This design comes from an exercise in tuning for small area and a short achievable clock period on the open sky130 flow, not from production work. Where RTL was checked, it was by simulation tests only, not by an equivalence proof against the original. Power figures rest on the tool's default switching activity, not on a simulated workload.

Setup of before:
==> flow/design.v (excerpt) <==
module tcpStream #(
	parameter int fifoDepth = 64
) (
	input  wire                  CLOCK,
	input  wire                  rst,
	input  wire                  newPkt,
	input  wire                  dataValid,
	input  wire tcpStreamPkg::byteT   data,
	input  wire tcpStreamPkg::ipAddrT srcIp,
	input  wire tcpStreamPkg::portT   srcPort,
	input  wire tcpStreamPkg::ipAddrT dstIp,
	input  wire tcpStreamPkg::portT   dstPort,
	input  wire                  outReady,
	output logic                 outValid,
	output tcpStreamPkg::byteT   outData,
	output logic                 outFirst,
	output logic                 dropped,
	output logic                 gapped
);
	logic               rstQ;
	logic               newPktQ;
	logic               byteInQ;	 
	tcpStreamPkg::byteT dataQ;
	logic               isVlanHiQ;
	logic               isIpv4HiQ;
	logic               isIpv4LoQ;
	logic               isTcpQ;
	always_ff @(posedge CLOCK) begin
		rstQ      <= rst;
		newPktQ   <= newPkt;
		byteInQ   <= dataValid && !newPkt;
		dataQ     <= data;
		isVlanHiQ <= data == ETH_TYPE_VLAN_HI;
		isIpv4HiQ <= data == ETH_TYPE_IPV4_HI;
		isIpv4LoQ <= data == ETH_TYPE_IPV4_LO;
		isTcpQ    <= data == 8'(protoTcp);
	end
	logic   payValid;
	logic   payFirst;
	logic   segValid;
	tcpStreamPkg::seqNumT segSeq;
	logic   segSyn;
	tcpStreamPkg::lenT    segLen;
	frameParser frameParser_i (
		.CLOCK(CLOCK), .rst(rstQ),
		.newPkt(newPktQ), .byteIn(byteInQ), .data(dataQ),
		.isVlanHi(isVlanHiQ), .isIpv4Hi(isIpv4HiQ), .isIpv4Lo(isIpv4LoQ), .isTcp(isTcpQ),
		.srcIp(srcIp), .dstIp(dstIp), .srcPort(srcPort), .dstPort(dstPort),
		.payValid(payValid), .payFirst(payFirst),
		.segValid(segValid), .segSeq(segSeq), .segSyn(segSyn), .segLen(segLen)
	);
	payloadFifo #(.fifoDepth(fifoDepth)) payloadFifo_i (
		.CLOCK(CLOCK), .rst(rst),
		.payValid(payValid), .payData(dataQ), .payFirst(payFirst),
		.outReady(outReady), .outValid(outValid), .outData(outData),
		.outFirst(outFirst), .dropped(dropped)
	);
	seqTracker seqTracker_i (
		.CLOCK(CLOCK), .rst(rst),
		.segValid(segValid), .segSeq(segSeq), .segSyn(segSyn), .segLen(segLen),
		.gapped(gapped)
	);
endmodule
clock: 5.5 ns
lec_check: 0
abc_clock_period_in_ps: 3000
cap_margin: 20
core_margin: 2
core_utilization: 40
place_density: 0.6
setup_slack_margin: 2.5
slew_margin: 20
run.sh (not shown) runs the stock make flow with config.mk's settings and CLKGATE_MAP_FILE= SYNTH_SCRIPT=/design/flow/synth_recipe.tcl, a recipe that flattens the netlist after the stock synthesis.
before reached the final stage; the timing, design-rule and antenna checks on its layout passed.
Modified inputs, after compared to before
-- flow/config.mk --
<<< before, line 7
export LEC_CHECK = 0
export ABC_CLOCK_PERIOD_IN_PS = 3000
export CAP_MARGIN = 20
>>> after, line 7
export LEC_CHECK = 0
export ABC_CLOCK_PERIOD_IN_PS = 2300
export CAP_MARGIN = 20
<<< before, line 12
export PLACE_DENSITY = 0.6
export SETUP_SLACK_MARGIN = 2.5
export SLEW_MARGIN = 20
>>> after, line 12
export PLACE_DENSITY = 0.6
export SETUP_SLACK_MARGIN = 3.2
export SLEW_MARGIN = 20
Notes after the runs:
after | status: complete | timing, DRC, antenna: pass. Area added between synthesis and finish in after is 5.1 points above before. after against before: met3 wirelength from detailed routing has increased, met1 routed wirelength after detailed routing has increased.
Function was not checked in any run of this note: the RTL went through the layout flow alone.

========
epsilon:
tcpStream, a different RTL version from the one above (not shown whole).
For scale: roughly 2,100 cells after synthesis, ~750 flip-flops, roughly 120 I/O pins, ~30,000 um2 of cells after synthesis.
export LEC_CHECK = 0
export ABC_CLOCK_PERIOD_IN_PS = 2200
export CAP_MARGIN = 20
export CORE_MARGIN = 2
export CORE_UTILIZATION = 55
export CTS_BUF_LIST = sky130_fd_sc_hd__clkbuf_16
export CTS_CLUSTER_DIAMETER = 120
export CTS_CLUSTER_SIZE = 24
export PLACE_DENSITY = 0.7
export SETUP_SLACK_MARGIN = 3.3
export SLEW_MARGIN = 20
create_clock -name core_clock -period 5.5 [get_ports {CLOCK}]
standard.sh (not shown) runs the stock make flow with config.mk's settings and CLKGATE_MAP_FILE= SYNTH_SCRIPT=/design/flow/synth_recipe.tcl, a recipe that flattens the netlist after the stock synthesis.
==> flow/flow/run.sh <==
#!/bin/bash
# The standard layout, with plain buffers on the ports in place of the
# delay buffers that buffer_ports picks by default. Every port still gets
# its own buffer.
set -euo pipefail
export BUFFER_PORTS_ARGS="-buffer_cell sky130_fd_sc_hd__buf_1"
bash standard.sh > standard.log 2>&1
epsilon | status: complete | timing, DRC, antenna: pass
Modified inputs, beta compared to epsilon
- a change of PLACE_DENSITY from 0.7 to 0.6
- a change of CORE_UTILIZATION from 55 to 40
Findings:
- The higher routed wire length of epsilon and beta is in beta.
- beta ends up with a critical path depth that is 1 higher than in epsilon.
- Delta (beta minus epsilon): buffer share of cell area went up 0.37 points, worst hold slack held, final design area excluding fillers went up 460 um2.
- Slack of the critical path was lower in the run labelled beta.
No functional check of the RTL was part of any run of this note.

========
Setup of run 1:
tcpStream, a different RTL version from the one above (not shown whole).
Size: ~2100 cells after synthesis, roughly 30000 um2 of cells after synthesis.
==> flow/config.mk <==
export PLATFORM = sky130hd
export DESIGN_NAME = tcpStream
export DESIGN_NICKNAME = tcpStream
export VERILOG_FILES = /design/flow/design.v
export SDC_FILE = /design/flow/constraint.sdc
export NUM_CORES = 4
export LEC_CHECK = 0
export ABC_CLOCK_PERIOD_IN_PS = 3000
export CAP_MARGIN = 20
export CORE_MARGIN = 2
export CORE_UTILIZATION = 55
export CTS_BUF_LIST = sky130_fd_sc_hd__clkbuf_16
export CTS_CLUSTER_DIAMETER = 120
export CTS_CLUSTER_SIZE = 24
export PLACE_DENSITY = 0.7
export SETUP_SLACK_MARGIN = 3.3
export SLEW_MARGIN = 20
==> flow/constraint.sdc <==
create_clock -name core_clock -period 5.5 [get_ports {CLOCK}]
set_input_delay 1.1000 -clock core_clock [delete_from_list [all_inputs] [get_ports {CLOCK}]]
set_output_delay 1.1000 -clock core_clock [all_outputs]
set_load 0.01 [all_outputs]
Scripts as last shown in full above: flow/flow/run.sh
Here is what was changed in the inputs of run 2 compared with run 1.
diff --git a/flow/config.mk b/flow/config.mk
--- a/flow/config.mk
+++ b/flow/config.mk
@@ -6,12 +6,12 @@
 export NUM_CORES = 4
 export LEC_CHECK = 0
-export ABC_CLOCK_PERIOD_IN_PS = 3000
+export ABC_CLOCK_PERIOD_IN_PS = 2200
 export CAP_MARGIN = 20
 export CORE_MARGIN = 2
-export CORE_UTILIZATION = 55
+export CORE_UTILIZATION = 40
 export CTS_BUF_LIST = sky130_fd_sc_hd__clkbuf_16
 export CTS_CLUSTER_DIAMETER = 120
 export CTS_CLUSTER_SIZE = 24
-export PLACE_DENSITY = 0.7
+export PLACE_DENSITY = 0.6
 export SETUP_SLACK_MARGIN = 3.3
 export SLEW_MARGIN = 20
Findings:
Run 2 vs. run 1: routed length on met1 went up by about 13%.
On switching power: between run 1 and run 2, it ends up lower for run 1.
Share of the clock period used by the worst path ended up 0.21 points higher on run 2 than on run 1.
The die of run 2 is larger than the one used in run 1.
Between run 1 and run 2, the buffers plus inverters on the worst setup path does not differ in any meaningful way.
[compare] base=run 1 new=run 2: core utilization has decreased; relative slew slack has decreased; number of gates resized after cts has increased; highest cell delay on the worst timing path has remained practically unchanged; setup fix buffers added after clock tree synthesis has decreased.
Between run 1 and run 2, the areal power density over the cells does not differ in any meaningful way.
[inputs] run 3 vs run 2
diff --git a/flow/config.mk b/flow/config.mk
--- a/flow/config.mk
+++ b/flow/config.mk
@@ -9,9 +9,9 @@
 export CAP_MARGIN = 20
 export CORE_MARGIN = 2
-export CORE_UTILIZATION = 40
+export CORE_UTILIZATION = 55
 export CTS_BUF_LIST = sky130_fd_sc_hd__clkbuf_16
 export CTS_CLUSTER_DIAMETER = 120
 export CTS_CLUSTER_SIZE = 24
-export PLACE_DENSITY = 0.6
+export PLACE_DENSITY = 0.8
 export SETUP_SLACK_MARGIN = 3.3
 export SLEW_MARGIN = 20
==> results.txt <==
- Both conditions hold for run 3: the flow ran to the end and the final layout passed the timing, design-rule and antenna checks.
- Compared with run 2, run 3 ends up with a smaller final cell area.
- Relative contribution of the clock network to total power of run 3 is on par with run 2.
- The switching power in run 3 sits 25 uW below the value recorded for run 2.
- Reported for run 3 and run 2, number of buffers between clock root and the deepest sink turned out identical to the last digit.
- Delta (run 3 minus run 2): area added between synthesis and finish fell 0.34 points; last weighted congestion value of the routability-driven placer now sits lower; detail-routed via count per cell now larger; final cell count -6.5%.
- Going from run 2 to run 3, the die area was shrunk.
> inputs changed (run 3 -> run 4)
diff --git a/flow/config.mk b/flow/config.mk
--- a/flow/config.mk
+++ b/flow/config.mk
@@ -13,5 +13,5 @@
 export CTS_CLUSTER_DIAMETER = 120
 export CTS_CLUSTER_SIZE = 24
-export PLACE_DENSITY = 0.8
+export PLACE_DENSITY = 0.7
 export SETUP_SLACK_MARGIN = 3.3
 export SLEW_MARGIN = 20
Notes after the runs:
- Min combinational power across run 4 and run 3: run 4
- Delta (run 4 minus run 3): design area saw a decrease; met2 routing resource usage after global routing saw an increase.
- | count of buffers added by post-CTS timing repair for setup | run 4 vs run 3 | 6 higher |
- The run showing the greater depth of the worst register-to-register path is run 4.
- The flow did not stop early for run 4: all stages ran, and the layout cleared the timing, design-rule and antenna checks.
- Total power of run 4 is lower than that of run 3.
- Reported for run 4 and run 3, area after synthesis turned out identical to the last digit.
- Where setup slack is concerned, run 3 is outperformed by run 4.
- The highest routing layer actually used comes out met4 in one run and met5 in the other, namely in run 4 and run 3 respectively.

========
Starting RTL as in the previous note.
==> flow/config.mk <==
export PLATFORM = sky130hd
export DESIGN_NAME = tcpStream
export DESIGN_NICKNAME = tcpStream
export VERILOG_FILES = /design/flow/design.v
export SDC_FILE = /design/flow/constraint.sdc
export NUM_CORES = 4
export LEC_CHECK = 0
export ABC_CLOCK_PERIOD_IN_PS = 2100
export CAP_MARGIN = 20
export CORE_MARGIN = 2
export CORE_UTILIZATION = 55
export CTS_BUF_LIST = sky130_fd_sc_hd__clkbuf_16
export CTS_CLUSTER_DIAMETER = 120
export CTS_CLUSTER_SIZE = 24
export PLACE_DENSITY = 0.7
export SETUP_SLACK_MARGIN = 3.4
export SLEW_MARGIN = 20
==> flow/constraint.sdc <==
create_clock -name core_clock -period 5.5 [get_ports {CLOCK}]
set_input_delay 1.1000 -clock core_clock [delete_from_list [all_inputs] [get_ports {CLOCK}]]
set_output_delay 1.1000 -clock core_clock [all_outputs]
set_load 0.01 [all_outputs]
Scripts as last shown in full above: flow/flow/run.sh
The first run completed without violations.
Then changed:
ABC_CLOCK_PERIOD_IN_PS = 2200   (was 2100)
CORE_UTILIZATION = 50   (was 55)
PLACE_DENSITY = 0.65   (was 0.7)
SETUP_SLACK_MARGIN = 3.3   (was 3.4)
After rerunning: The changed run produced a clean layout. Total power is about the same. Synthesized cell count is unchanged. Die area is higher by about 10%. Worst setup slack is worse by 67 ps. Register-to-register slack gets worse by 130 ps.
Then changed:
CORE_UTILIZATION = 60   (was 50)
CTS_CLUSTER_SIZE = 28   (was 24)
PLACE_DENSITY = 0.75   (was 0.65)
=>
- The new run finished with timing, DRC and antenna clean
- power fell by 3.6%
- flip-flop and latch count stays the same
- utilization rose by 11 points
- synthesized area stays the same
- routed wire length fell by 2.6%
- design area fell by 0.91%
- worst setup slack improved by 19 ps
- critical path depth fell by 5
- synthesized cell count does not change
- clock skew rose by 17 ps
- register-to-register slack improved by 60 ps
Then changed:
CAP_MARGIN = 10   (was 20)
CORE_UTILIZATION = 55   (was 60)
CTS_CLUSTER_SIZE = 24   (was 28)
PLACE_DENSITY = 0.7   (was 0.75)
SLEW_MARGIN = 10   (was 20)
Effect: Routed wire length went up by 3.3%. Power is higher by 2.7%. Sequential power is about the same. Non-clock buffer count goes up by 7. Worst hold slack gets worse by 11 ps. Clock-buffer cell count rose by 6. Fmax goes up by about 2%.
Then changed:
CAP_MARGIN = 20   (was 10)
GPL_ROUTABILITY_DRIVEN = 0   (was unset)
SLEW_MARGIN = 20   (was 10)
- non-clock buffer count is higher by 1
- die area does not change
- fmax barely changes
- final area is about the same
Then changed:
CTS_CLUSTER_DIAMETER = 140   (was 120)
CTS_CLUSTER_SIZE = 26   (was 24)
GPL_ROUTABILITY_DRIVEN = unset   (was 0)
After rerunning: The changed run produced a clean layout; cell area barely changes; sequential share of layout area hardly moves; via count barely changes.

## what the ideal ports hide
Ports are ideal in the flow. The routed layouts listed here were re-timed in OpenROAD.
Step 1: set_driving_cell puts a clkbuf_16 on CLOCK and a buf_2 on each other input, an assumption about the parent block.
Step 2 times the ports against the registers' clock, not the clock port: input delays grow and output delays shrink by t, the midpoint of the rising clock arrivals with the driver on.
Three values: ideal, step 1, step 2; two values: the first two.
| run | t, ns | slack for setup (ns) | worst setup path after step 2 |
|---|---|---|---|
| before | 0.663 | 2.550 / 2.550 / 2.187 | input to register |
| after | 0.669 | 2.923 / 2.923 / 2.464 | input to register |
| epsilon | 0.637 | 3.042 / 3.042 / 2.413 | input to register |
| beta | 0.647 | 2.966 / 2.996 / 2.349 | input to register |
| run 1 | 0.635 | 3.296 / 3.236 / 2.799 | input to register |
| run 2 | 0.651 | 3.285 / 3.220 / 2.687 | input to register |
| run 3 | 0.664 | 3.253 / 3.209 / 2.545 | input to register |
| run 4 | 0.635 | 3.296 / 3.236 / 2.799 | input to register |
| the first run of note 4 | 0.648 | 3.295 / 3.237 / 2.855 | input to register |
| the second run of note 4 | 0.647 | 3.228 / 3.225 / 2.683 | input to register |
| the third run of note 4 | 0.681 | 3.247 / 3.190 / 2.693 | input to register |
| the fourth run of note 4 | 0.637 | 3.293 / 3.236 / 2.766 | input to register |
| the fifth run of note 4 | 0.635 | 3.296 / 3.236 / 2.799 | input to register |
| the sixth run of note 4 | 0.638 | 3.275 / 3.219 / 2.734 | input to register |
After both steps setup and hold are still met in every run listed. For run 3, which loses most, drivers alone change the setup slack by -0.044 ns; drivers and shift together by -0.708 ns.
